What follows belongs to an exercise in optimizing a design on an open flow for small area, a short achievable clock period and few clock cycles per item; a production flow would make more cautious choices. No run shown here included a check of the RTL's function; only the layout flow was run. Power figures rest on the tool's default switching activity, not on a simulated workload.

### design.v
`default_nettype none
package lru_pkg;
  localparam int KEY_SPACE_DEF  = 64;
  localparam int MAX_FRAMES_DEF = 8;
  localparam int              CFG_W     = 4;
  localparam logic [CFG_W-1:0] CFG_RESET = 4'd4;
endpackage
`default_nettype wire
`default_nettype none
`default_nettype wire
`default_nettype none
module lru_ctrl #(
  parameter  int KEY_SPACE  = lru_pkg::KEY_SPACE_DEF,
  parameter  int MAX_FRAMES = lru_pkg::MAX_FRAMES_DEF,
  localparam int KW         = $clog2(KEY_SPACE),
  localparam int CW         = $clog2(MAX_FRAMES + 1)
) (
  input  wire logic                      clk,
  input  wire logic                      rst_n,
  input  wire logic                      in_valid,
  output logic                           in_ready,
  input  wire logic [KW-1:0]             in_key,
  input  wire logic [CW-1:0]             lim,
  input  wire logic                      res_free,
  output logic                           step,
  output logic                           res_hit,
  output logic                           res_evicted,
  output logic [KW-1:0]                  res_evicted_key,
  output logic [CW-1:0]                  occupancy
);
  logic [KW-1:0]         list_r [MAX_FRAMES];
  logic [CW-1:0]         count_r;
  logic                  q0_v, q1_v;
  logic [KW-1:0]         q0_key, q1_key;
  logic [MAX_FRAMES-1:0] m_r;
  logic                  load0;
  logic [KW-1:0]         nkey;
  logic [MAX_FRAMES-1:0] shift;
  logic [MAX_FRAMES-1:0] move;
  logic                  hit;
  logic                  full;
  logic                  grow;
  logic [CW-1:0]         count_nxt;
  logic [KW-1:0]         tail_key;
  logic [MAX_FRAMES-1:0] eq;
  logic                  eq_head;
  logic [MAX_FRAMES-1:0] m_nxt;
  assign in_ready = !q1_v;
  assign step     = q0_v && res_free;
  assign load0    = !q0_v || step;
  assign nkey     = q1_v ? q1_key : in_key;
  always_ff @(posedge clk) begin
    if (!rst_n) begin
      q0_v <= 1'b0;
      q1_v <= 1'b0;
    end else begin
      if (load0) begin
        q0_v <= q1_v || in_valid;
      end
      q1_v <= q0_v && !step && (q1_v || in_valid);
    end
  end
  always_ff @(posedge clk) begin
    if (load0) begin
      q0_key <= nkey;
      m_r    <= m_nxt;
    end
    if (!q1_v) begin
      q1_key <= in_key;
    end
  end
  always_comb begin
    shift[0] = 1'b1;
    for (int i = 1; i < MAX_FRAMES; i++) begin
      shift[i] = shift[i-1] & ~m_r[i-1];
    end
  end
  assign move      = {MAX_FRAMES{step}} & shift;
  assign hit       = |m_r;
  assign full      = (count_r >= lim);
  assign grow      = step && !hit && !full;
  assign count_nxt = grow ? CW'(count_r + 1'b1) : count_r;
  always_comb begin
    tail_key = '0;
    for (int i = 0; i < MAX_FRAMES; i++) begin
      if (count_r == CW'(i + 1)) tail_key = list_r[i];
    end
  end
  always_ff @(posedge clk) begin
    if (move[0]) begin
      list_r[0] <= q0_key;
    end
    for (int i = 1; i < MAX_FRAMES; i++) begin
      if (move[i]) list_r[i] <= list_r[i-1];
    end
    if (step) begin
      res_hit         <= hit;
      res_evicted     <= ~hit & full;
      res_evicted_key <= (~hit & full) ? tail_key : '0;
    end
  end
  always_ff @(posedge clk) begin
    if (!rst_n) begin
      count_r <= '0;
    end else begin
      count_r <= count_nxt;
    end
  end
  always_comb begin
    for (int i = 0; i < MAX_FRAMES; i++) begin
      eq[i] = (list_r[i] == nkey);
    end
    eq_head = (q0_key == nkey);
  end
  always_comb begin
    m_nxt[0] = (step ? eq_head : eq[0]) && (count_nxt != '0);
    for (int i = 1; i < MAX_FRAMES; i++) begin
      m_nxt[i] = (move[i] ? eq[i-1] : eq[i]) && (count_nxt > CW'(i));
    end
  end
  assign occupancy = count_r;
endmodule
`default_nettype wire
`default_nettype none
module lru_page_reference_tracker_unit #(
  parameter  int KEY_SPACE  = lru_pkg::KEY_SPACE_DEF,
  parameter  int MAX_FRAMES = lru_pkg::MAX_FRAMES_DEF,
  localparam int KW         = $clog2(KEY_SPACE),
  localparam int CW         = $clog2(MAX_FRAMES + 1)
) (
  input  wire logic                      clk,
  input  wire logic                      rst_n,
  input  wire logic                      in_valid,
  output logic                           in_ready,
  input  wire logic [KW-1:0]             in_page_key,
  output logic                           out_valid,
  input  wire logic                      out_ready,
  output logic                           out_hit,
  output logic                           out_evicted,
  output logic [KW-1:0]                  out_evicted_key,
  output logic [CW-1:0]                  out_occupancy,
  input  wire logic                      cfg_valid,
  output logic                           cfg_ready,
  input  wire logic [lru_pkg::CFG_W-1:0] cfg_frames_in_use
);
  logic [CW-1:0] lim_r;
  logic [CW-1:0] lim_wr;
  logic          out_valid_r;
  logic          step;
  always_comb begin
    if (cfg_frames_in_use == '0) begin
      lim_wr = CW'(1);
    end else if (cfg_frames_in_use > lru_pkg::CFG_W'(MAX_FRAMES)) begin
      lim_wr = CW'(MAX_FRAMES);
    end else begin
      lim_wr = CW'(cfg_frames_in_use);
    end
  end
  assign cfg_ready = 1'b1;
  always_ff @(posedge clk) begin
    if (!rst_n) begin
      lim_r <= CW'(lru_pkg::CFG_RESET);
    end else if (cfg_valid) begin
      lim_r <= lim_wr;
    end
  end
  lru_ctrl #(
    .KEY_SPACE  (KEY_SPACE),
    .MAX_FRAMES (MAX_FRAMES)
  ) u_ctrl (
    .clk             (clk),
    .rst_n           (rst_n),
    .in_valid        (in_valid),
    .in_ready        (in_ready),
    .in_key          (in_page_key),
    .lim             (lim_r),
    .res_free        (!out_valid_r || out_ready),
    .step            (step),
    .res_hit         (out_hit),
    .res_evicted     (out_evicted),
    .res_evicted_key (out_evicted_key),
    .occupancy       (out_occupancy)
  );
  always_ff @(posedge clk) begin
    if (!rst_n) begin
      out_valid_r <= 1'b0;
    end else if (step) begin
      out_valid_r <= 1'b1;
    end else if (out_ready) begin
      out_valid_r <= 1'b0;
    end
  end
  assign out_valid = out_valid_r;
endmodule
`default_nettype wire
### run.sh
#!/bin/bash
# synth_recipe.tcl (not shown) runs the flow's synth.tcl, then flattens the netlist and writes it again
# the make line also repeats each setting of config.mk as NAME=value (left out here)
make -C /OpenROAD-flow-scripts/flow DESIGN_CONFIG=/design/flow/config.mk WORK_HOME=/design/flow/orfs CLKGATE_MAP_FILE= SYNTH_SCRIPT=/design/flow/synth_recipe.tcl finish
### config.mk
export PLATFORM = sky130hd
export DESIGN_NAME = lru_page_reference_tracker_unit
export DESIGN_NICKNAME = lru_page_reference_tracker_unit
export VERILOG_FILES = /design/flow/design.v
export SDC_FILE = /design/flow/constraint.sdc
export NUM_CORES = 4
export LEC_CHECK = 0
export CAP_MARGIN = 20
export CORE_MARGIN = 2
export CORE_UTILIZATION = 40
export PLACE_DENSITY = 0.6
export SETUP_SLACK_MARGIN = 3.5
export SLEW_MARGIN = 20
### constraint.sdc
create_clock -name core_clock -period 5.5 [get_ports {clk}]
set_input_delay 1.1000 -clock core_clock [delete_from_list [all_inputs] [get_ports {clk}]]
set_output_delay 1.1000 -clock core_clock [all_outputs]
set_load 0.01 [all_outputs]
==> impl_table.tex, run 1 <==
\begin{tabular}{lr}
\hline
Metric & Value \\
\hline
\multicolumn{2}{l}{\textbf{Clock network}} \\
\quad Root buffer cell & sky130\_fd\_sc\_hd\_\_clkbuf\_8 \\
\quad Max H-tree Level & 3 \\
\quad Number of clock buffers inserted by TritonCTS & 9 \\
\quad Clock edge transition at the registers on the reported setup and hold paths & 0.10 ns \\
\quad Clk sink count & 87 \\
\quad Maximum buffer depth of the clock tree & 2 \\
\quad Hold buffer count at CTS & 0 \\
\quad Worst skew pair latency & 0.36 ns \\
\quad TritonCTS clock tree & done \\
\multicolumn{2}{l}{\textbf{Route}} \\
\quad Number of remaining DRC errors & 0 \\
\quad Iteration-0 DRC count of the detailed router & 203 \\
\quad Average wire per standard cell & 18.5 um \\
\quad Residual antenna-violating net count after detailed routing & 0 \\
\quad Total Wirelength & 10.6 mm \\
\quad Vias per cell & 5.31 \\
\quad Total vias in the final route & 3031 \\
\quad Number of search-and-repair iterations in the first detailed-routing pass & 6 \\
\multicolumn{2}{l}{\textbf{Synth}} \\
\quad Yosys warns & 3 \\
\quad Register area share after synthesis & 57.0\% \\
\quad Count of flip-flops with a built-in enable after synthesis & 70 \\
\quad Syn Nets & 362 \\
\quad Post-Syn Area per Cell & 12.6 um\^{}2 \\
\quad Post-Synthesis Cell Area & 0.00429 mm\^{}2 \\
\quad Top-area cell type share of the netlist area & 49.0\% \\
\quad Count leader, synth & sky130\_fd\_sc\_hd\_\_edfxtp\_1 \\
\quad Synthesized netlist cell count & 339 \\
\quad Unique cell type count in the Yosys netlist & 50 \\
\quad Total of flip-flops plus latches after synthesis & 87 \\
\quad Async S/R FF share, synth & 0\% \\
\quad Ranking of synthesized cells by instance count & sky130\_fd\_sc\_hd\_\_edfxtp\_1, sky130\_fd\_sc\_hd\_\_xnor2\_1, sky130\_fd\_sc\_hd\_\_nor2\_1 \\
\quad Cell types occupying the most area after synthesis & sky130\_fd\_sc\_hd\_\_edfxtp\_1, sky130\_fd\_sc\_hd\_\_xnor2\_1, sky130\_fd\_sc\_hd\_\_dfxtp\_1 \\
\quad Main synth FF type & sky130\_fd\_sc\_hd\_\_edfxtp\_1 \\
\quad Dominant cell type by area after synthesis & sky130\_fd\_sc\_hd\_\_edfxtp\_1 \\
\multicolumn{2}{l}{\textbf{Die}} \\
\quad Die height & 108 um \\
\quad Core Box Area & 0.0104 mm\^{}2 \\
\quad Die Area & 0.0116 mm\^{}2 \\
\quad Cell Rows & 37 \\
\quad Starting density of the core & 41.3\% \\
\quad Die W & 108 um \\
\quad Total I/O pin count & 30 \\
\multicolumn{2}{l}{\textbf{Power and ir drop}} \\
\quad Worst ir drop on vdd & 0.000147 V \\
\quad Switching share of total power & 26.5\% \\
\quad Leakage dissipation & 0.00210 uW \\
\quad Cell-internal power & 1090 uW \\
\quad PwrDens & 252 mW/mm\^{}2 \\
\quad Combinational cell fraction of total power & 16.5\% \\
\quad Power dissipated by switching net loads & 392 uW \\
\quad Relative contribution of the clock network to total power & 31.5\% \\
\quad Sequential group share of total power & 52.1\% \\
\multicolumn{2}{l}{\textbf{Global route}} \\
\quad Maximum number of pins on one net before global-route repair & 19 \\
\quad Number of global-route vias before repair & 3133 \\
\quad First-pass GRT wire length & 16.9 mm \\
\quad Total routing resource utilization after global routing & 19.5\% \\
\quad Total global routing overflow & 0 \\
\quad Antenna violations before repair & 0 \\
\multicolumn{2}{l}{\textbf{Critical path}} \\
\quad Cell count along the critical path & 8 \\
\quad Critical Path Start Type & primary input \\
\quad Critical path buffer and inverter count & 2 \\
\quad Type of the setup path with the least slack & primary input to flop \\
\quad Kind of end point of the critical path & flop \\
\quad Cells along the critical path & buf\_6 > mux2i\_4 > buf\_12 > xnor2\_2 > nor4\_2 > nand3\_1 > mux2\_4 > a31oi\_4 \\
\quad Terminus of the critical flop-to-flop path & u\_ctrl.m\_r[1]\$\_DFFE\_PP\_ \\
\quad Kind of cell adding the most delay to the critical path & multiplexers \\
\quad Critical R2R Launch & u\_ctrl.m\_r[3]\$\_DFFE\_PP\_ \\
\quad Reg-to-reg slack, setup & 3.12 ns \\
\quad Required time of the critical path & 5.70 ns \\
\quad Critical path origin & in\_page\_key[0] \\
\quad Arrival time of the worst setup path & 2.59 ns \\
\quad Max Fanout on Critical Path & 5 \\
\quad R2R cell count & 9 \\
\quad Delay of the slowest cell on the worst path & 0.31 ns \\
\quad Worst-path cell with the longest stage delay & sky130\_fd\_sc\_hd\_\_nor4\_2 \\
\multicolumn{2}{l}{\textbf{Run}} \\
\quad Max\_cap viols & 0 \\
\multicolumn{2}{l}{\textbf{Cells and area}} \\
\quad Post-synthesis to final-layout area growth & 36.8\% \\
\quad Fraction of final layout cells sized beyond drive strength 1 & 40.7\% \\
\quad Number of nets at the end of the flow & 453 \\
\quad Diodes inserted & 0 \\
\multicolumn{2}{l}{\textbf{STA}} \\
\quad Number of max-slew violations in the final report & 0 \\
\quad Setup Viol. Count Final & 0 \\
\quad Final worst clock skew & 0.0112 ns \\
\quad Min Tclk post-route & 2.39 ns \\
\quad Post-Route Setup TNS & 0 ns \\
\quad Hold Violations, Final & 0 \\
\quad Highest attainable clock frequency & 0.418 GHz \\
\quad RSZ-0062 raised after global routing & yes \\
\quad Final worst-path cycle share & 43.5\% \\
\quad Setup WS post-layout & 3.11 ns \\
\multicolumn{2}{l}{\textbf{Hold path}} \\
\quad Worst hold path cell count & 0 \\
\quad Sink of the worst hold path & u\_ctrl.list\_r[0][1]\$\_DFFE\_PP\_ \\
\quad Startpoint of the worst hold path & u\_ctrl.q0\_key[1]\$\_DFFE\_PP\_ \\
\quad Hold Path Class & flop to flop \\
\multicolumn{2}{l}{\textbf{Placed design}} \\
\quad Weighted congestion reported at the end of routability-driven placement & 0.812 \\
\quad Post-placement setup slack & 2.15 ns \\
\quad Half-perimeter wire length after placement & 7.03 mm \\
\quad Port Buf Inserts & 28 \\
\multicolumn{2}{l}{\textbf{Outcome}} \\
\quad Outcome & finished clean \\
\hline
\end{tabular}
area by class of cell:
| type | instances | area [um^2] |
|---|---|---|
| inverter | 18 | 91.3 |
| clock inverter | 7 | 80.1 |
| fill | 866 | 4500 |
| timing repair buffer | 92 | 836 |
| multi-input combinational | 222 | 2100 |
| clock buffer | 9 | 124 |
| sequential | 87 | 2470 |
| tap | 136 | 170 |
kinds of logic (layout without fill, tap and decap cells):
group	Yosys count	count (layout)	synth area share [%]
flip-flops	87	87	57.0
other	1	1	0.0875
XOR/XNOR	57	57	11.6
multiplexers	11	11	4.09
adder cells (fa/ha/maj)	8	8	2.33
buffers and inverters	30	126	3.09
AO/OA/AOI/OAI	61	61	11.4
AND/OR/NAND/NOR	84	84	10.4
how the worst max path moves through the flow:
| stage | to | slack (ns) |
|---|---|---|
| floorplan | u_ctrl.m_r[2]$_DFFE_PP_ | 3.02 |
| global placement | u_ctrl.m_r[5]$_DFFE_PP_ | 2.20 |
| detailed placement | u_ctrl.m_r[5]$_DFFE_PP_ | 2.15 |
| CTS | u_ctrl.m_r[4]$_DFFE_PP_ | 3.06 |
| global route | u_ctrl.m_r[4]$_DFFE_PP_ | 3.03 |
| finish | u_ctrl.m_r[2]$_DFFE_PP_ | 3.11 |
per-layer routing:
metal / track usage (%) / part of all wire (%)
met2: 32.4 / 49
met5: 0 / 0
met4: 7.42 / 2.6
met1: 26.1 / 45
met3: 2.36 / 3.2
sequential cells by signal (all words and copies together) (netlist names):
| register | count |
|---|---|
| u_ctrl.q1_v | 1 |
| u_ctrl.list_r | 48 |
| out_valid_r | 1 |
| u_ctrl.res_hit | 1 |
| lim_r | 4 |
| u_ctrl.q0_v | 1 |
| u_ctrl.m_r | 8 |
| u_ctrl.q0_key | 6 |
| u_ctrl.q1_key | 6 |
| u_ctrl.count_r | 4 |
| u_ctrl.res_evicted | 1 |
| u_ctrl.res_evicted_key | 6 |
per-stage QoR:
stage	total power (uW)	hold slack [ns]	instances	cell area (um^2)	utilization, %
floorplan	894	0.449	339	4390	-
global placement	946	0.455	492	4780	46.1
detailed placement	949	0.458	492	4780	46.1
CTS	1470	0.479	564	5730	55.2
global route	1540	0.499	571	5870	56.6
finish	1480	0.477	571	5870	56.6
worst reg2reg max path: cells and delay by family (launching register included):
kind	cells	cell delay, ns
AOI/OAI and AO/OA	3	0.44
and+or+nand+nor	3	0.82
DFF	1	0.48
buffers and inverters	3	0.38
power by group through the flow:
stage / logic (uW) / clock network (uW) / registers, uW
CTS: 229 / 472 / 769
floorplan: 114 / 0 / 780
finish: 243 / 466 / 770
global placement: 161 / 0 / 786
detailed placement: 163 / 0 / 787
global route: 261 / 505 / 774
placed cells by master, fill, tap and decap left out, types with 3 or more instances in the layout:
cell	count
sky130_fd_sc_hd__a21oi_2	4
sky130_fd_sc_hd__xor2_1	17
sky130_fd_sc_hd__nor2_2	3
sky130_fd_sc_hd__nor2_1	14
sky130_fd_sc_hd__nand2b_1	4
sky130_fd_sc_hd__buf_6	26
sky130_fd_sc_hd__mux2i_4	6
sky130_fd_sc_hd__buf_4	37
sky130_fd_sc_hd__dfxtp_1	10
sky130_fd_sc_hd__mux2i_1	3
sky130_fd_sc_hd__a221oi_2	4
sky130_fd_sc_hd__or3_4	3
sky130_fd_sc_hd__xnor2_1	32
sky130_fd_sc_hd__a221oi_1	5
sky130_fd_sc_hd__a222oi_1	6
sky130_fd_sc_hd__buf_2	16
sky130_fd_sc_hd__o32ai_1	6
sky130_fd_sc_hd__a221o_1	6
sky130_fd_sc_hd__nand3_1	7
sky130_fd_sc_hd__o21ai_2	3
sky130_fd_sc_hd__inv_2	3
sky130_fd_sc_hd__nor4_2	3
sky130_fd_sc_hd__nor2b_1	11
sky130_fd_sc_hd__nand2_1	11
sky130_fd_sc_hd__ha_4	4
sky130_fd_sc_hd__buf_12	5
sky130_fd_sc_hd__xnor2_2	6
sky130_fd_sc_hd__dfxtp_4	6
sky130_fd_sc_hd__ha_1	3
sky130_fd_sc_hd__nor4_1	4
sky130_fd_sc_hd__o21ai_0	6
sky130_fd_sc_hd__inv_1	12
sky130_fd_sc_hd__clkdlybuf4s50_1	7
sky130_fd_sc_hd__edfxtp_1	70
sky130_fd_sc_hd__clkbuf_8	9
what timing repair did:
action / 4_1_cts / 5_1_grt
endpoints found under the setup margin: 110 / 43
gates resized for setup: 167 / 18
cloned: 1 / 0
hold endpoints to repair: 0 / 0
pin swaps: 33 / 17
setup buffers: 55 / 7
==> run 2, diff against run 1 <==
--- a/config.mk
+++ b/config.mk
@@ -6,8 +6,9 @@
 export NUM_CORES = 4
 export LEC_CHECK = 0
+export ABC_CLOCK_PERIOD_IN_PS = 2500
 export CAP_MARGIN = 20
 export CORE_MARGIN = 2
 export CORE_UTILIZATION = 40
 export PLACE_DENSITY = 0.6
-export SETUP_SLACK_MARGIN = 3.5
+export SETUP_SLACK_MARGIN = 3
 export SLEW_MARGIN = 20
==> run 2 against run 1 <==
  * Still clean on timing, DRC and antenna
  * Cell count is 4.0% lower
  * Critical path depth stayed put
  * Utilization is 4.2 points lower
  * Non-clock buffer count is 23 lower
==> impl_table.tex, run 2 <==
\begin{tabular}{lr}
\hline
Metric & Value \\
\hline
\multicolumn{2}{l}{\textbf{Global route}} \\
\quad Antenna violations before repair & 0 \\
\quad Total global routing overflow & 0 \\
\quad Total routing resource utilization after global routing & 17.6\% \\
\quad Maximum number of pins on one net before global-route repair & 19 \\
\quad First-pass GRT wire length & 15.3 mm \\
\quad Number of global-route vias before repair & 2944 \\
\multicolumn{2}{l}{\textbf{STA}} \\
\quad Final worst-path cycle share & 45.9\% \\
\quad Number of max-slew violations in the final report & 0 \\
\quad Setup Viol. Count Final & 0 \\
\quad Hold Violations, Final & 0 \\
\quad Setup WS post-layout & 2.98 ns \\
\quad Rel. slew slack & 48.4\% \\
\quad RSZ-0062 raised after global routing & yes \\
\quad Highest attainable clock frequency & 0.396 GHz \\
\quad Final worst clock skew & 0.0104 ns \\
\quad Worst-Margin Slew & 0.771 ns \\
\quad Post-Route Setup TNS & 0 ns \\
\quad Min Tclk post-route & 2.52 ns \\
\multicolumn{2}{l}{\textbf{Clock network}} \\
\quad Worst skew pair latency & 0.35 ns \\
\quad Number of clock buffers inserted by TritonCTS & 9 \\
\quad Root buffer cell & sky130\_fd\_sc\_hd\_\_clkbuf\_8 \\
\quad Clk sink count & 87 \\
\quad Clock edge transition at the registers on the reported setup and hold paths & 0.08 ns \\
\quad TritonCTS clock tree & done \\
\quad Maximum buffer depth of the clock tree & 2 \\
\quad Max H-tree Level & 3 \\
\multicolumn{2}{l}{\textbf{Synth}} \\
\quad Unique cell type count in the Yosys netlist & 50 \\
\quad Main synth FF type & sky130\_fd\_sc\_hd\_\_edfxtp\_1 \\
\quad Top-area cell type share of the netlist area & 49.0\% \\
\quad Cell types occupying the most area after synthesis & sky130\_fd\_sc\_hd\_\_edfxtp\_1, sky130\_fd\_sc\_hd\_\_xnor2\_1, sky130\_fd\_sc\_hd\_\_dfxtp\_1 \\
\quad Post-Syn Area per Cell & 12.6 um\^{}2 \\
\quad Total of flip-flops plus latches after synthesis & 87 \\
\quad Async S/R FF share, synth & 0\% \\
\quad Count leader, synth & sky130\_fd\_sc\_hd\_\_edfxtp\_1 \\
\quad Dominant cell type by area after synthesis & sky130\_fd\_sc\_hd\_\_edfxtp\_1 \\
\quad Count of flip-flops with a built-in enable after synthesis & 70 \\
\quad Yosys warns & 3 \\
\quad Synthesized netlist cell count & 339 \\
\quad Post-Synthesis Cell Area & 0.00429 mm\^{}2 \\
\quad Syn Nets & 362 \\
\quad Ranking of synthesized cells by instance count & sky130\_fd\_sc\_hd\_\_edfxtp\_1, sky130\_fd\_sc\_hd\_\_xnor2\_1, sky130\_fd\_sc\_hd\_\_nor2\_1 \\
\quad Register area share after synthesis & 57.0\% \\
\multicolumn{2}{l}{\textbf{Power and ir drop}} \\
\quad Cell-internal power & 1080 uW \\
\quad Switching share of total power & 24.5\% \\
\quad Leakage dissipation & 0.00194 uW \\
\quad Worst ir drop on vdd & 0.000149 V \\
\quad PwrDens & 264 mW/mm\^{}2 \\
\quad Power dissipated by switching net loads & 351 uW \\
\quad Combinational cell fraction of total power & 14.0\% \\
\quad Relative contribution of the clock network to total power & 32.4\% \\
\quad Sequential group share of total power & 53.6\% \\
\multicolumn{2}{l}{\textbf{Placed design}} \\
\quad Port Buf Inserts & 28 \\
\quad Weighted congestion reported at the end of routability-driven placement & 0.843 \\
\quad Half-perimeter wire length after placement & 6.71 mm \\
\quad Post-placement setup slack & 2.14 ns \\
\multicolumn{2}{l}{\textbf{Critical path}} \\
\quad Critical path origin & in\_page\_key[3] \\
\quad Reg-to-reg slack, setup & 3.02 ns \\
\quad Critical Path Start Type & primary input \\
\quad Type of the setup path with the least slack & primary input to flop \\
\quad Required time of the critical path & 5.71 ns \\
\quad Worst setup path endpoint & u\_ctrl.m\_r[7]\$\_DFFE\_PP\_ \\
\quad Max Fanout on Critical Path & 7 \\
\quad R2R cell count & 9 \\
\quad Terminus of the critical flop-to-flop path & u\_ctrl.m\_r[7]\$\_DFFE\_PP\_ \\
\quad Kind of end point of the critical path & flop \\
\quad Arrival time of the worst setup path & 2.73 ns \\
\quad Critical R2R Launch & u\_ctrl.count\_r[0]\$\_SDFF\_PN0\_ \\
\multicolumn{2}{l}{\textbf{Die}} \\
\quad Total I/O pin count & 30 \\
\quad Core Box Area & 0.0104 mm\^{}2 \\
\quad Die height & 108 um \\
\quad Die W & 108 um \\
\quad Starting density of the core & 41.3\% \\
\quad Die Area & 0.0116 mm\^{}2 \\
\quad Cell Rows & 37 \\
\multicolumn{2}{l}{\textbf{Cells and area}} \\
\quad Top library cells by usage in the layout, fill and taps aside & sky130\_fd\_sc\_hd\_\_edfxtp\_1, sky130\_fd\_sc\_hd\_\_xnor2\_1, sky130\_fd\_sc\_hd\_\_buf\_4 \\
\quad Diodes inserted & 0 \\
\quad Number of nets at the end of the flow & 430 \\
\quad Fill cell instance count of the final layout & 905 \\
\quad Most common cell after layout, fill and taps aside & sky130\_fd\_sc\_hd\_\_edfxtp\_1 \\
\quad Flip-flop count of the largest register after layout & 48 \\
\quad Utilization of the core after routing & 52.3\% \\
\quad Top register by number of flip-flops & u\_ctrl.list\_r \\
\quad Fraction of final layout cells sized beyond drive strength 1 & 24.5\% \\
\quad Post-synthesis to final-layout area growth & 26.6\% \\
\quad Largest registers ranked by flip-flop count & u\_ctrl.list\_r x48, u\_ctrl.m\_r x8 \\
\multicolumn{2}{l}{\textbf{Route}} \\
\quad Average wire per standard cell & 17.7 um \\
\quad Number of remaining DRC errors & 0 \\
\quad Vias per cell & 5.42 \\
\quad Residual antenna-violating net count after detailed routing & 0 \\
\quad Total vias in the final route & 2968 \\
\quad Iteration-0 DRC count of the detailed router & 235 \\
\quad Number of search-and-repair iterations in the first detailed-routing pass & 5 \\
\quad Total Wirelength & 9.69 mm \\
\multicolumn{2}{l}{\textbf{Outcome}} \\
\quad Outcome & finished clean \\
\multicolumn{2}{l}{\textbf{Run}} \\
\quad Max\_cap viols & 0 \\
\multicolumn{2}{l}{\textbf{Hold path}} \\
\quad Hold Path Class & flop to flop \\
\hline
\end{tabular}
## run 2: worst max-delay path: stages
cell and delay (ns):
sky130_fd_sc_hd__dlygate4sd2_1 0.25, sky130_fd_sc_hd__mux2i_4 0.17, sky130_fd_sc_hd__buf_12 0.14, sky130_fd_sc_hd__buf_4 0.12, sky130_fd_sc_hd__xor2_1 0.22, sky130_fd_sc_hd__nand3_1 0.17
sky130_fd_sc_hd__or3_1 0.41, sky130_fd_sc_hd__a21oi_2 0.14
## run 2: how the worst min path moves through the flow
stage	start	endpoint	slack, ns	cells past startpoint
4_1_cts	u_ctrl.q0_key[1]$_DFFE_PP_	u_ctrl.list_r[0][1]$_DFFE_PP_	0.48	0
3_5_place_dp	u_ctrl.q0_key[1]$_DFFE_PP_	u_ctrl.list_r[0][1]$_DFFE_PP_	0.46	0
3_3_place_gp	u_ctrl.q0_key[5]$_DFFE_PP_	u_ctrl.list_r[0][5]$_DFFE_PP_	0.45	0
2_1_floorplan	u_ctrl.q0_key[0]$_DFFE_PP_	u_ctrl.list_r[0][0]$_DFFE_PP_	0.45	0
5_1_grt	u_ctrl.q0_key[1]$_DFFE_PP_	u_ctrl.list_r[0][1]$_DFFE_PP_	0.50	0
6_report	u_ctrl.q0_key[1]$_DFFE_PP_	u_ctrl.list_r[0][1]$_DFFE_PP_	0.48	0
## run 2: metrics by stage
stage                     instance area (um^2)  power [uW]  hold WS [ns]  cells
after CTS                                 5310        1430         0.482    540
after global placement                    4700         937         0.454    492
after detailed placement                  4700         941         0.461    492
after global routing                      5430        1490         0.495    548
after floorplan                           4310         888         0.449    339
final                                     5430        1430         0.483    548
## run 2: repair_timing
action,CTS,global route
hold buffers,0,0
gates resized for setup,36,16
pin swaps,17,13
buffers inserted,32,8
setup endpoints to repair,33,11
## run 2: cell type report
| cell class | instances | area, um^2 | area share, % |
|---|---|---|---|
| tap | 136 | 170 | 3.14 |
| clock buffer | 12 | 156 | 2.88 |
| inverter | 18 | 72.6 | 1.34 |
| clock inverter | 4 | 52.6 | 0.968 |
| timing repair buffer | 69 | 638 | 11.8 |
| multi-input combinational | 222 | 1880 | 34.6 |
| sequential | 87 | 2460 | 45.3 |
## run 2: layer usage
layer	track usage, %	vias to the layer above	routed length [um]
li1	-	1397	-
met5	0	-	0
met4	4.67	0	143
met2	28.8	109	4880
met3	4.42	14	619
met1	23.4	1448	4050
## run 2: power groups by stage
stage	clock, uW	combinational, uW	sequential [uW]
detailed placement	0	157	784
CTS	474	190	767
finish	465	201	767
floorplan	0	108	779
global placement	0	155	782
global route	504	218	771
## run 2: logic make-up after synthesis
group | count (synthesis) | share of synthesized area (%)
xor+xnor | 57 | 11.6
simple gates | 84 | 10.4
compound gates | 61 | 11.4
mux | 11 | 4.09
flops | 87 | 57.0
fa+ha+maj | 8 | 2.33
other cells | 1 | 0.0875
buf+inv | 30 | 3.09
==> run 3, diff against run 2 <==
--- a/design.v
+++ b/design.v
@@ -46,4 +46,6 @@
   logic                  eq_head;
   logic [MAX_FRAMES-1:0] m_nxt;
+  logic [MAX_FRAMES-1:0] vld;
+  logic [MAX_FRAMES-1:0] vld_nxt;
   assign in_ready = !q1_v;
   assign step     = q0_v && res_free;
@@ -114,7 +116,16 @@
   end
   always_comb begin
-    m_nxt[0] = (step ? eq_head : eq[0]) && (count_nxt != '0);
-    for (int i = 1; i < MAX_FRAMES; i++) begin
-      m_nxt[i] = (move[i] ? eq[i-1] : eq[i]) && (count_nxt > CW'(i));
+    for (int i = 0; i < MAX_FRAMES; i++) begin
+      vld[i] = (count_r > CW'(i));
+    end
+    vld_nxt[0] = vld[0] | grow;
+    for (int i = 1; i < MAX_FRAMES; i++) begin
+      vld_nxt[i] = vld[i] | (vld[i-1] & grow);
+    end
+  end
+  always_comb begin
+    m_nxt[0] = (step ? eq_head : eq[0]) && vld_nxt[0];
+    for (int i = 1; i < MAX_FRAMES; i++) begin
+      m_nxt[i] = (move[i] ? eq[i-1] : eq[i]) && vld_nxt[i];
     end
   end
--- a/config.mk
+++ b/config.mk
@@ -6,9 +6,8 @@
 export NUM_CORES = 4
 export LEC_CHECK = 0
-export ABC_CLOCK_PERIOD_IN_PS = 2500
 export CAP_MARGIN = 20
 export CORE_MARGIN = 2
 export CORE_UTILIZATION = 40
 export PLACE_DENSITY = 0.6
-export SETUP_SLACK_MARGIN = 3
+export SETUP_SLACK_MARGIN = 3.5
 export SLEW_MARGIN = 20
==> run 3 against run 2 <==
  * First-iteration DRC count is 41% lower
  * Sequential cell count unchanged
  * Total power is 0.90% higher
  * Critical endpoint is now u_ctrl.m_r[1]$_DFFE_PP_
==> impl_table.tex, run 3 <==
\begin{tabular}{lr}
\hline
Metric & Value \\
\hline
\multicolumn{2}{l}{\textbf{Outcome}} \\
\quad Outcome & finished clean \\
\multicolumn{2}{l}{\textbf{Global route}} \\
\quad Total routing resource utilization after global routing & 20.4\% \\
\quad First-pass GRT wire length & 17.8 mm \\
\quad Antenna violations before repair & 0 \\
\quad Total global routing overflow & 0 \\
\quad Number of global-route vias before repair & 3266 \\
\quad Maximum number of pins on one net before global-route repair & 23 \\
\multicolumn{2}{l}{\textbf{Cells and area}} \\
\quad Post-synthesis to final-layout area growth & 36.1\% \\
\quad Most common cell after layout, fill and taps aside & sky130\_fd\_sc\_hd\_\_edfxtp\_1 \\
\quad Number of nets at the end of the flow & 502 \\
\quad Largest registers ranked by flip-flop count & u\_ctrl.list\_r x48, u\_ctrl.m\_r x8 \\
\quad Fraction of final layout cells sized beyond drive strength 1 & 38.2\% \\
\quad Top library cells by usage in the layout, fill and taps aside & sky130\_fd\_sc\_hd\_\_edfxtp\_1, sky130\_fd\_sc\_hd\_\_buf\_4, sky130\_fd\_sc\_hd\_\_xnor2\_1 \\
\quad Top register by number of flip-flops & u\_ctrl.list\_r \\
\quad Finished layout cell area & 0.00605 mm\^{}2 \\
\quad Flip-flop count of the largest register after layout & 48 \\
\quad Utilization of the core after routing & 55.8\% \\
\quad Diodes inserted & 0 \\
\multicolumn{2}{l}{\textbf{STA}} \\
\quad Highest attainable clock frequency & 0.460 GHz \\
\quad Post-Route Setup TNS & 0 ns \\
\quad RSZ-0062 raised after global routing & yes \\
\quad Hold Violations, Final & 0 \\
\quad Number of max-slew violations in the final report & 0 \\
\quad Min Tclk post-route & 2.18 ns \\
\quad Rel. slew slack & 41.9\% \\
\quad Final worst-path cycle share & 39.5\% \\
\quad Worst-Margin Slew & 0.869 ns \\
\quad Final worst clock skew & 0.0110 ns \\
\quad Setup Viol. Count Final & 0 \\
\multicolumn{2}{l}{\textbf{Die}} \\
\quad Die W & 109 um \\
\quad Core Box Area & 0.0108 mm\^{}2 \\
\quad Starting density of the core & 41.0\% \\
\quad Cell Rows & 38 \\
\quad Die Area & 0.0120 mm\^{}2 \\
\quad Total I/O pin count & 30 \\
\quad Die height & 109 um \\
\multicolumn{2}{l}{\textbf{Route}} \\
\quad Number of search-and-repair iterations in the first detailed-routing pass & 5 \\
\quad Total Wirelength & 11.7 mm \\
\quad Residual antenna-violating net count after detailed routing & 0 \\
\quad Average wire per standard cell & 18.8 um \\
\quad Total vias in the final route & 3397 \\
\quad Vias per cell & 5.44 \\
\quad Number of remaining DRC errors & 0 \\
\quad Iteration-0 DRC count of the detailed router & 139 \\
\multicolumn{2}{l}{\textbf{Placed design}} \\
\quad Weighted congestion reported at the end of routability-driven placement & 0.848 \\
\quad Half-perimeter wire length after placement & 7.25 mm \\
\quad Port Buf Inserts & 28 \\
\quad Post-DP Area & 0.00493 mm\^{}2 \\
\multicolumn{2}{l}{\textbf{Power and ir drop}} \\
\quad Worst ir drop on vdd & 0.000139 V \\
\quad Leakage dissipation & 0.00215 uW \\
\quad PwrDens & 239 mW/mm\^{}2 \\
\multicolumn{2}{l}{\textbf{Synth}} \\
\quad Count leader, synth & sky130\_fd\_sc\_hd\_\_edfxtp\_1 \\
\quad Post-Syn Area per Cell & 11.3 um\^{}2 \\
\quad Async S/R FF share, synth & 0\% \\
\quad Post-Synthesis Cell Area & 0.00444 mm\^{}2 \\
\quad Syn Nets & 417 \\
\quad Top-area cell type share of the netlist area & 47.3\% \\
\quad Cell types occupying the most area after synthesis & sky130\_fd\_sc\_hd\_\_edfxtp\_1, sky130\_fd\_sc\_hd\_\_xnor2\_1, sky130\_fd\_sc\_hd\_\_dfxtp\_1 \\
\quad Main synth FF type & sky130\_fd\_sc\_hd\_\_edfxtp\_1 \\
\quad Yosys warns & 3 \\
\quad Ranking of synthesized cells by instance count & sky130\_fd\_sc\_hd\_\_edfxtp\_1, sky130\_fd\_sc\_hd\_\_xnor2\_1, sky130\_fd\_sc\_hd\_\_nand2\_1 \\
\quad Dominant cell type by area after synthesis & sky130\_fd\_sc\_hd\_\_edfxtp\_1 \\
\quad Unique cell type count in the Yosys netlist & 56 \\
\quad Synthesized netlist cell count & 394 \\
\quad Total of flip-flops plus latches after synthesis & 87 \\
\quad Count of flip-flops with a built-in enable after synthesis & 70 \\
\quad Register area share after synthesis & 55.0\% \\
\multicolumn{2}{l}{\textbf{Run}} \\
\quad Max\_cap viols & 0 \\
\multicolumn{2}{l}{\textbf{Hold path}} \\
\quad Hold Path Class & flop to flop \\
\quad Worst hold path cell count & 0 \\
\multicolumn{2}{l}{\textbf{Critical path}} \\
\quad Max Fanout on Critical Path & 5 \\
\quad Kind of end point of the critical path & flop \\
\quad Critical Path Start Type & primary input \\
\quad Required time of the critical path & 5.70 ns \\
\quad Arrival time of the worst setup path & 2.37 ns \\
\quad Type of the setup path with the least slack & primary input to flop \\
\quad R2R cell count & 9 \\
\multicolumn{2}{l}{\textbf{Clock network}} \\
\quad Root buffer cell & sky130\_fd\_sc\_hd\_\_clkbuf\_8 \\
\quad Clock edge transition at the registers on the reported setup and hold paths & 0.08 ns \\
\quad Max H-tree Level & 3 \\
\quad Maximum buffer depth of the clock tree & 2 \\
\quad Clk sink count & 87 \\
\quad Number of clock buffers inserted by TritonCTS & 9 \\
\quad Hold buffer count at CTS & 0 \\
\quad TritonCTS clock tree & done \\
\quad Worst skew pair latency & 0.37 ns \\
\hline
\end{tabular}
## run 3: cell types whose count changed after synthesis, moves of 8 or more
cell                      change
sky130_fd_sc_hd__a21oi_1     +13
sky130_fd_sc_hd__nand3_1     +10
sky130_fd_sc_hd__xnor2_1      +8
sky130_fd_sc_hd__nand2_1     +15
sky130_fd_sc_hd__xor2_1      -12
## run 3: worst paths after layout
path,startpoint,to,slack (ns)
setup / recovery,in_page_key[1],u_ctrl.m_r[1]$_DFFE_PP_,3.32
hold / removal,u_ctrl.q0_key[2]$_DFFE_PP_,u_ctrl.list_r[0][2]$_DFFE_PP_,0.48
setup reg to reg,u_ctrl.count_r[1]$_SDFFE_PN0P_,u_ctrl.res_evicted_key[0]$_SDFFCE_PN0P_,3.39
hold reg to reg,u_ctrl.q0_key[2]$_DFFE_PP_,u_ctrl.list_r[0][2]$_DFFE_PP_,0.48
## run 3: worst max-delay path: stages
cell	delay, ns
sky130_fd_sc_hd__buf_6	0.09
sky130_fd_sc_hd__mux2i_4	0.18
sky130_fd_sc_hd__buf_6	0.19
sky130_fd_sc_hd__xnor2_4	0.09
sky130_fd_sc_hd__nor4_4	0.33
sky130_fd_sc_hd__nand3_1	0.14
sky130_fd_sc_hd__a221oi_2	0.24
## run 3: routing by layer
metal / share of wire (%) / up-vias / wire [um] / global-route usage [%]
met5: 0 / - / 0 / 0
li1: - / 1606 / - / -
met1: 42 / 1645 / 4950 / 27.0
met2: 50 / 119 / 5840 / 33.3
met3: 5.8 / 27 / 681 / 3.91
met4: 2.2 / 0 / 258 / 7.59
## run 3: cell type report
cell class,count,area [um^2]
well taps,140,175
repair buffers,95,802
clock inverters,5,48.8
flip-flops and latches,87,2460
inverters,21,97.6
clock buffers,11,131
multi-input cells,265,2330
fillers,923,4790
## run 3: stage by stage
step | setup slack, ns | total power, uW | std cells | hold slack [ns]
floorplan | 3.16 | 890 | 394 | 0.448
global placement | 2.45 | 939 | 545 | 0.452
detailed placement | 2.41 | 941 | 545 | 0.460
CTS | 3.34 | 1420 | 607 | 0.479
global route | 3.29 | 1500 | 624 | 0.495
finish | 3.32 | 1450 | 624 | 0.476
## run 3: report_power, final
group / total (uW) / leakage (uW) / switching [uW] / internal, uW
combinational: 246 / 0.00122 / 127 / 119
clock: 434 / 0.0000945 / 228 / 207
sequential: 765 / 0.000834 / 24.4 / 741
## run 3: timing repair
item,in CTS,in global routing
pin swaps,27,28
gates cloned,3,0
gates resized for setup,148,53
buffers inserted,43,17
setup endpoints to repair,106,47
## run 3: cell families after synthesis
group	share of synthesized area [%]
mux	2.36
simple gates	15.1
compound gates	10.4
flops	55.0
xor+xnor	10.8
buf+inv	4.08
other cells	0.0844
fa+ha+maj	2.25

-- afterwards: timing with drivers on the ports --
In the flow no input, the clock included, has a driving cell. The finished layouts below were timed again as built, in two steps.
Step 1: set_driving_cell puts a clkbuf_16 on clk and a buf_2 on each other input, an assumption about the parent block.
Step 2 moves the port delays by t, midway between the first and last clock arrival at a register: inputs arrive t later, outputs are due t later. That takes back most of the time a late clock gives input paths.
a / b / c = ideal ports / drivers / drivers and shift; a / b = the first two.
| run | t, ns | setup slack, ns | slew at the worst register clock pin (ns) | worst data-port slew with drivers (ns) |
|---|---|---|---|---|
| run 1 | 0.387 | 3.107 / 3.111 / 2.724 | 0.10 / 0.10 | 0.04 |
| run 2 | 0.381 | 2.978 / 2.995 / 2.614 | 0.09 / 0.09 | 0.03 |
| run 3 | 0.398 | 3.325 / 3.327 / 2.930 | 0.09 / 0.09 | 0.04 |
After both steps every run listed still meets setup and hold. The setup slack of run 3, which loses most, moves by +0.002 ns with the drivers and by -0.395 ns with both steps.
